This is an optimization exercise on Yosys and OpenROAD, whose aim is small area, a short achievable clock period and few clock cycles per item, not a production implementation.
Function was checked by simulation only, so behaviour that the tests miss may differ from the original.
Power figures rest on the tool's default switching activity, not on a simulated workload.

===== run.sh =====
#!/bin/bash
# synth_recipe.tcl (not shown) runs the flow's synth.tcl, then flattens the netlist and writes it again
# the make line also repeats each setting of config.mk as NAME=value (left out here)
make -C /OpenROAD-flow-scripts/flow DESIGN_CONFIG=/design/flow/config.mk WORK_HOME=/design/flow/orfs CLKGATE_MAP_FILE= SYNTH_SCRIPT=/design/flow/synth_recipe.tcl finish

===== config.mk =====
export PLATFORM = sky130hd
export DESIGN_NAME = min_range_of_k_sorted_unit
export DESIGN_NICKNAME = min_range_of_k_sorted_unit
export VERILOG_FILES = /design/flow/design.v
export SDC_FILE = /design/flow/constraint.sdc
export NUM_CORES = 4
export LEC_CHECK = 0
export CAP_MARGIN = 20
export CORE_MARGIN = 2
export CORE_UTILIZATION = 40
export SLEW_MARGIN = 20

===== constraint.sdc =====
create_clock -name core_clock -period 5.6 [get_ports {clock}]
set_input_delay 1.1200 -clock core_clock [delete_from_list [all_inputs] [get_ports {clock}]]
set_output_delay 1.1200 -clock core_clock [all_outputs]
set_load 0.01 [all_outputs]

===== design.v =====
package mrk_pkg;
   localparam int MAX_ITEMS = 32;
   localparam int VALUE_W   = 16;
   localparam int GROUP_W   = 6;
   localparam int INDEX_W   = (MAX_ITEMS > 1) ? $clog2(MAX_ITEMS) : 1;
   typedef enum logic [1:0] {
      CELL_HOLD,
      CELL_INSERT,
      CELL_SHIFT,
      CELL_CLEAR
   } cell_op_type;
   typedef struct packed {
      cell_op_type          op;
      logic [VALUE_W-1:0]   value;
   } cell_ctrl_type;
   typedef struct packed {
      logic start;
      logic update;
   } win_ctrl_type;
   typedef enum logic {
      ST_IDLE,
      ST_SCAN
   } state_type;
endpackage
import mrk_pkg::*;
module mrk_cell (
   input  logic                            clock,
   input  logic                            reset,
   input  mrk_pkg::cell_ctrl_type          ctrl,
   input  logic [mrk_pkg::VALUE_W-1:0]     left_value,
   input  logic                            left_valid,
   input  logic                            left_gt,
   input  logic [mrk_pkg::VALUE_W-1:0]     right_value,
   input  logic                            right_valid,
   output logic [mrk_pkg::VALUE_W-1:0]     value,
   output logic                            valid,
   output logic                            gt
);
   logic [VALUE_W-1:0] value_ff, value_in;
   logic               valid_ff, valid_in;
   assign gt = valid_ff & (value_ff > ctrl.value);
   always_comb begin
      value_in = value_ff;
      valid_in = valid_ff;
      case (ctrl.op)
         CELL_INSERT: begin
            if (left_gt) begin
               value_in = left_value;
               valid_in = 1'b1;
            end else if (gt | (~valid_ff & left_valid)) begin
               value_in = ctrl.value;
               valid_in = 1'b1;
            end
         end
         CELL_SHIFT: begin
            value_in = right_value;
            valid_in = right_valid;
         end
         CELL_CLEAR: begin
            valid_in = 1'b0;
         end
         default: begin
            value_in = value_ff;
            valid_in = valid_ff;
         end
      endcase
   end
   always_ff @(posedge clock) begin
      if (reset) begin
         valid_ff <= 1'b0;
      end else begin
         valid_ff <= valid_in;
      end
   end
   always_ff @(posedge clock) begin
      value_ff <= value_in;
   end
   assign value = value_ff;
   assign valid = valid_ff;
endmodule
import mrk_pkg::*;
module mrk_chain (
   input  logic                            clock,
   input  logic                            reset,
   input  mrk_pkg::cell_ctrl_type          ctrl,
   input  logic [mrk_pkg::INDEX_W-1:0]     tap_index,
   output logic [mrk_pkg::VALUE_W-1:0]     head_value,
   output logic [mrk_pkg::VALUE_W-1:0]     tap_value,
   output logic                            tap_valid,
   output logic                            full
);
   logic [VALUE_W-1:0] value_w [MAX_ITEMS];
   logic               valid_w [MAX_ITEMS];
   logic               gt_w    [MAX_ITEMS];
   for (genvar i = 0; i < MAX_ITEMS; i++) begin : g_cell
      logic [VALUE_W-1:0] lv, rv;
      logic               lvalid, lgt, rvalid;
      if (i == 0) begin : g_first
         assign lv     = '0;
         assign lvalid = 1'b1;
         assign lgt    = 1'b0;
      end else begin : g_inner_l
         assign lv     = value_w[i-1];
         assign lvalid = valid_w[i-1];
         assign lgt    = gt_w[i-1];
      end
      if (i == MAX_ITEMS-1) begin : g_last
         assign rv     = '0;
         assign rvalid = 1'b0;
      end else begin : g_inner_r
         assign rv     = value_w[i+1];
         assign rvalid = valid_w[i+1];
      end
      mrk_cell u_cell (
         .clock       (clock),
         .reset       (reset),
         .ctrl        (ctrl),
         .left_value  (lv),
         .left_valid  (lvalid),
         .left_gt     (lgt),
         .right_value (rv),
         .right_valid (rvalid),
         .value       (value_w[i]),
         .valid       (valid_w[i]),
         .gt          (gt_w[i])
      );
   end
   assign head_value = value_w[0];
   assign tap_value  = value_w[tap_index];
   assign tap_valid  = valid_w[tap_index];
   assign full       = valid_w[MAX_ITEMS-1];
endmodule
import mrk_pkg::*;
module mrk_window (
   input  logic                            clock,
   input  logic                            reset,
   input  mrk_pkg::win_ctrl_type           ctrl,
   input  logic [mrk_pkg::VALUE_W-1:0]     head_value,
   input  logic [mrk_pkg::VALUE_W-1:0]     tap_value,
   output logic [mrk_pkg::VALUE_W-1:0]     best,
   output logic                            found
);
   logic [VALUE_W-1:0] best_ff, best_in, spread;
   logic               found_ff, found_in;
   assign spread = tap_value - head_value;
   always_comb begin
      best_in  = best_ff;
      found_in = found_ff;
      if (ctrl.start) begin
         best_in  = '1;
         found_in = 1'b0;
      end else if (ctrl.update) begin
         found_in = 1'b1;
         if (spread < best_ff) begin
            best_in = spread;
         end
      end
   end
   always_ff @(posedge clock) begin
      if (reset) begin
         found_ff <= 1'b0;
      end else begin
         found_ff <= found_in;
      end
   end
   always_ff @(posedge clock) begin
      best_ff <= best_in;
   end
   assign best  = best_ff;
   assign found = found_ff;
endmodule
import mrk_pkg::*;
module min_range_of_k_sorted_unit (
   input  logic                            clock,
   input  logic                            reset,
   input  logic                            start,
   output logic                            busy,
   input  logic [mrk_pkg::VALUE_W-1:0]     req_value,
   input  logic                            req_is_last,
   output logic                            rsp_strobe,
   output logic [mrk_pkg::VALUE_W-1:0]     rsp_min_difference,
   output logic                            rsp_found,
   output logic                            rsp_overflow,
   input  logic                            csr_valid,
   output logic                            csr_ready,
   input  logic [mrk_pkg::GROUP_W-1:0]     csr_group_size
);
   mrk_pkg::state_type           state_ff, state_in;
   logic [GROUP_W-1:0]  group_ff;
   logic                dropped_ff, dropped_in;
   logic                strobe_ff;
   logic [VALUE_W-1:0]  min_diff_ff;
   logic                found_ff, overflow_ff;
   mrk_pkg::cell_ctrl_type       cell_ctrl;
   mrk_pkg::win_ctrl_type        win_ctrl;
   logic [GROUP_W-1:0]  group_eff;
   logic                group_ok;
   logic [INDEX_W-1:0]  tap_index;
   logic [VALUE_W-1:0]  head_value, tap_value, best;
   logic                tap_valid, full, win_found;
   logic                accept, window_ok, emit;
   assign accept = start & ~busy;
   assign busy   = (state_ff != ST_IDLE);
   assign csr_ready = ~busy;
   assign group_eff = (group_ff == '0) ? GROUP_W'(1) : group_ff;
   assign group_ok  = (int'(group_eff) <= MAX_ITEMS);
   assign tap_index = INDEX_W'(group_eff - GROUP_W'(1));
   assign window_ok = tap_valid & group_ok;
   always_comb begin
      state_in = state_ff;
      case (state_ff)
         ST_IDLE: begin
            if (accept & req_is_last) begin
               state_in = ST_SCAN;
            end
         end
         ST_SCAN: begin
            if (!window_ok) begin
               state_in = ST_IDLE;
            end
         end
         default: state_in = ST_IDLE;
      endcase
   end
   always_comb begin
      cell_ctrl.op    = CELL_HOLD;
      cell_ctrl.value = req_value;
      win_ctrl.start  = 1'b0;
      win_ctrl.update = 1'b0;
      emit            = 1'b0;
      dropped_in      = dropped_ff;
      case (state_ff)
         ST_IDLE: begin
            if (accept) begin
               win_ctrl.start = 1'b1;
               if (full) begin
                  dropped_in = 1'b1;
               end else begin
                  cell_ctrl.op = CELL_INSERT;
               end
            end
         end
         ST_SCAN: begin
            if (window_ok) begin
               cell_ctrl.op    = CELL_SHIFT;
               win_ctrl.update = 1'b1;
            end else begin
               cell_ctrl.op = CELL_CLEAR;
               emit         = 1'b1;
               dropped_in   = 1'b0;
            end
         end
         default: begin
            cell_ctrl.op = CELL_HOLD;
         end
      endcase
   end
   mrk_chain u_chain (
      .clock      (clock),
      .reset      (reset),
      .ctrl       (cell_ctrl),
      .tap_index  (tap_index),
      .head_value (head_value),
      .tap_value  (tap_value),
      .tap_valid  (tap_valid),
      .full       (full)
   );
   mrk_window u_window (
      .clock      (clock),
      .reset      (reset),
      .ctrl       (win_ctrl),
      .head_value (head_value),
      .tap_value  (tap_value),
      .best       (best),
      .found      (win_found)
   );
   always_ff @(posedge clock) begin
      if (reset) begin
         state_ff   <= ST_IDLE;
         group_ff   <= GROUP_W'(1);
         dropped_ff <= 1'b0;
         strobe_ff  <= 1'b0;
      end else begin
         state_ff   <= state_in;
         dropped_ff <= dropped_in;
         strobe_ff  <= emit;
         if (csr_valid & csr_ready) begin
            group_ff <= csr_group_size;
         end
      end
   end
   always_ff @(posedge clock) begin
      if (emit) begin
         min_diff_ff <= win_found ? best : '0;
         found_ff    <= win_found;
         overflow_ff <= dropped_ff;
      end
   end
   assign rsp_strobe         = strobe_ff;
   assign rsp_min_difference = min_diff_ff;
   assign rsp_found          = found_ff;
   assign rsp_overflow       = overflow_ff;
endmodule

==> results by group <==
Run status
  – Status: finished clean

CTS
  – CTS Hold Bufs: 0
  – H-Tree Level Count: 3
  – CTS tree: built
  – Root Buffer: clkbuf_16
  – Sink Count: 588
  – Clock latency on the worst-skew pair: 0.69 ns
  – Longest Clk Path Bufs: 3
  – Clock Pin Slew Worst Setup and Hold Paths: roughly 0.06 ns
  – CTS Buf Count: 72

STA
  – Final Skew: 0.0426 ns
  – FMAX: 186 MHz
  – Pin slew with the least headroom to its limit: 1.20 ns
  – Slew HR: 20.1%
  – Slew Limit Fails: 0
  – Min Tclk post-route: 5.39 ns
  – Hold slack: 0.443 ns
  – Final setup viols: 0
  – Final Hold Viols: 0
  – Fin crit share: between 90% and 100%

Yosys
  – Synth area leaders: edfxtp_1 36%, ha_1 15%, mux2i_1 9.9%, o21ai_0 4.8%, nand2_1 4.4%
  – Asr flop ratio synth: 0%
  – Syn_area_per_cell: 9.62 µm²
  – Syn Inst Count: between 4000 and 5000
  – Share of the synthesized area in the top cell type: a little over a third
  – Most common cell in the synthesized netlist: edfxtp_1
  – Netlist cell types: 79
  – Cell Area, Synth: around 45000 µm²
  – FF+latch count, synth: 588
  – Number of synthesized flops with an enable pin: 530
  – Ys flop type: edfxtp_1
  – Sequential area share after synthesis: 38.1%
  – Most frequent cells after synthesis: 530 x edfxtp_1, 526 x ha_1, 519 x nand2_1, 441 x mux2i_1, 431 x o21ai_0
  – Yosys warning count: 7
  – Synth Net Count: 5208
  – Top cell type by total area after synthesis: edfxtp_1

Critical path
  – Critical Path End Type: flip-flop
  – Worst Path Arrival: 5.93 ns
  – Max Fanout on Critical Path: 9
  – CP required: 6.14 ns
  – Critical path class: reg2reg
  – CP startpoint kind: flip-flop

Route
  – Uppermost layer routed: met5
  – Post-route DRC: 0
  – Final ANT Viol Nets: 0
  – Met3 wire len: just over 30000 µm
  – Wire per inst: 40.1 µm
  – First-pass iteration count of the detailed router: 8
  – DRT iter0 DRCs: between 6000 and 7000
  – Final wirelength: 261000 µm
  – Met2 WL: 107000 µm
  – Vias: 43900
  – Vias per Instance: 6.74
  – Met1 wire length: 104000 µm

Power
  – Clock Power Share: 29.6%
  – Switching share of power: 38.6%
  – Switching power total: 6.34 mW
  – Max VDD drop: 0.185 mV
  – Combinational fraction of design power: 26.9%
  – Leakage: 22.4 nW
  – Sequential share of power: 43.5%
  – Cell internal pwr: ~10 mW
  – Total power draw: approximately 16 mW
  – Power Density: roughly 310 nW/µm²

Floorplan
  – # rows: 122
  – Placeable Area: 111000 µm²
  – I/O pin cnt: 48
  – Die X: 339 µm
  – Initial core utilization: 40.4%
  – Die Footprint: 115000 µm²
  – Die Ht: about 340 µm

Worst hold path
  – Worst Hold Class: reg2reg

Finish
  – Fin util: 47.5%
  – Fraction of layout instances using a drive strength above 1: roughly 15%
  – Multi-input logic area: 26500 µm²
  – FF/Latch Area: 17100 µm²
  – Area Overhead vs Synth: 17.6%
  – Final nets: about 5500
  – Filler cells: roughly 10000

Global route
  – Largest net degree at the start of global routing: 244
  – Initial antenna violation count: 35
  – Total track usage: between 40% and 50%
  – GRT overflow: 0
  – Global-route wire length before repair: 347000 µm
  – Number of global-route vias before repair: 39600

Placement
  – Gpl congestion: 1.10
  – Hpwl dp: 201000 µm
  – Port bufs: 47

Flow run
  – Max cap viols: 0
==> per-layer routing <==
metal,global-route usage [%],up-vias
met4,27.4,32
li1,-,18400
met1,59.2,21500
met3,10.9,702
met2,63.4,3215
met5,0,-
==> metrics by stage <==
step	cells	cell area [µm²]	setup TNS, ns	worst slack (ns)
finish	6502	52600	0	0.210
global route	6484	52600	-0.136	-0.0301
CTS	6469	52200	0	0.0430
detailed placement	6339	49800	-3.67	-0.249
global placement	6339	49800	-2.59	-0.186
floorplan	4654	44800	0	0.307
==> flip-flops by register name, summed over array words and instances (netlist names) <==
register / cells
min_diff_ff: 16
overflow_ff: 1
u_window.best_ff: 16
u_window.found_ff: 1
u_chain.g_cell.u_cell.value_ff: 512
state_ff: 1
dropped_ff: 1
u_chain.g_cell.u_cell.valid_ff: 32
found_ff: 1
group_ff: 6
strobe_ff: 1
==> what timing repair did <==
| item | CTS | global route |
|---|---|---|
| pin swaps | 3 | 24 |
| setup endpoints to repair | 16 | 16 |
| gates resized for setup | 15 | 56 |
| buffers inserted | 1 | 15 |
==> power groups by stage <==
| stage | registers (mW) | clock network (mW) | logic (mW) |
|---|---|---|---|
| finish | 7.15 | 4.87 | 4.42 |
| detailed placement | 7.09 | 0 | 4.20 |
| CTS | 7.01 | 4.86 | 4.24 |
| global route | 7.02 | 5.01 | 4.79 |
| global placement | 7.11 | 0 | 4.14 |
| floorplan | 5.98 | 0 | 2.59 |
==> layout by cell type (no fill, tap or decap), types with 66 or more instances in the layout <==
master and n:
nor2_1 205, clkbuf_16 77, a22oi_1 91, nand4_1 108, mux2i_1 441, a21oi_1 167
a22o_1 66, a21o_1 102, nand2_1 517, inv_1 112, a31oi_1 70, o21ai_0 421
o21ai_1 192, edfxtp_1 530, buf_4 423, nand3_1 122, ha_1 525
==> critical path: stages (launching register included) <==
cell      delay (ns)
dfxtp_4         0.35
buf_4           0.15
or2_4           0.29
buf_4           0.15
nor2_1          0.37
buf_4           0.31
a22oi_1         0.14
nand4_1         0.23
nor3_2          0.08
buf_4           0.16
a21oi_1         0.15
ha_1            0.31
a211oi_2        0.30
o21a_1          0.19
nor2_2          0.07
a221oi_4        0.30
a21oi_2         0.11
xor2_2          0.17
ha_1            0.31
nand4_1         0.10
or3_1           0.37
a21oi_2         0.12
nor3_2          0.04
buf_4           0.20
mux2_1          0.31
==> path summary, 6_finish.rpt <==
check	startpoint	endpoint	slack (ns)	cells past startpoint
hold / removal	dropped_ff	overflow_ff	0.44	0
setup reg to reg	group_ff[1]	u_window.best_ff[15]	0.21	24
setup / recovery	group_ff[1]	u_window.best_ff[15]	0.21	24
hold reg to reg	dropped_ff	overflow_ff	0.44	0
==> area by class of cell <==
class | count | area share, %
Clock buffer | 92 | 3.81
Timing Repair Buffer | 512 | 8.27
Sequential cell | 588 | 32.5
Clock inverter | 37 | 0.635
Multi-Input combinational cell | 3639 | 50.3
Inverter | 127 | 0.906
Antenna cell | 19 | 0.0903
Tap cell | 1488 | 3.54
==> logic make-up after synthesis <==
family	after synthesis	share of synthesized area [%]
adder cells (fa/ha/maj)	527	14.7
AND/OR/NAND/NOR	1207	12.4
buffers and inverters	427	4.20
AO/OA/AOI/OAI	1449	20.3
flip-flops	588	38.1
XOR/XNOR	14	0.274
multiplexers	442	9.88
Testbench counts, summed over its fixed seeds: cycles 33,114, sets 1,280.

[afterwards: timing with drivers on the ports]
The flow's constraints put no driver on any port. The routed layout listed below was extracted and timed again, unchanged, in two steps.
Step 1, drivers: a clkbuf_16 drives clock and a buf_2 each remaining input, both assumed.
Step 2 also shifts input and output timing later by t, the mid clock arrival at the registers, as if the neighbouring blocks saw the same clock.
Slacks: ideal / step 1 / step 2; pairs: ideal / step 1.
t (ns): 0.753
setup slack, ns: 0.210 / 0.210 / 0.210
worst setup path after step 2: register to register
After both steps setup and hold are still met in this run. The setup slack of this run moves by 0.000 ns with the drivers and by 0.000 ns with both steps.
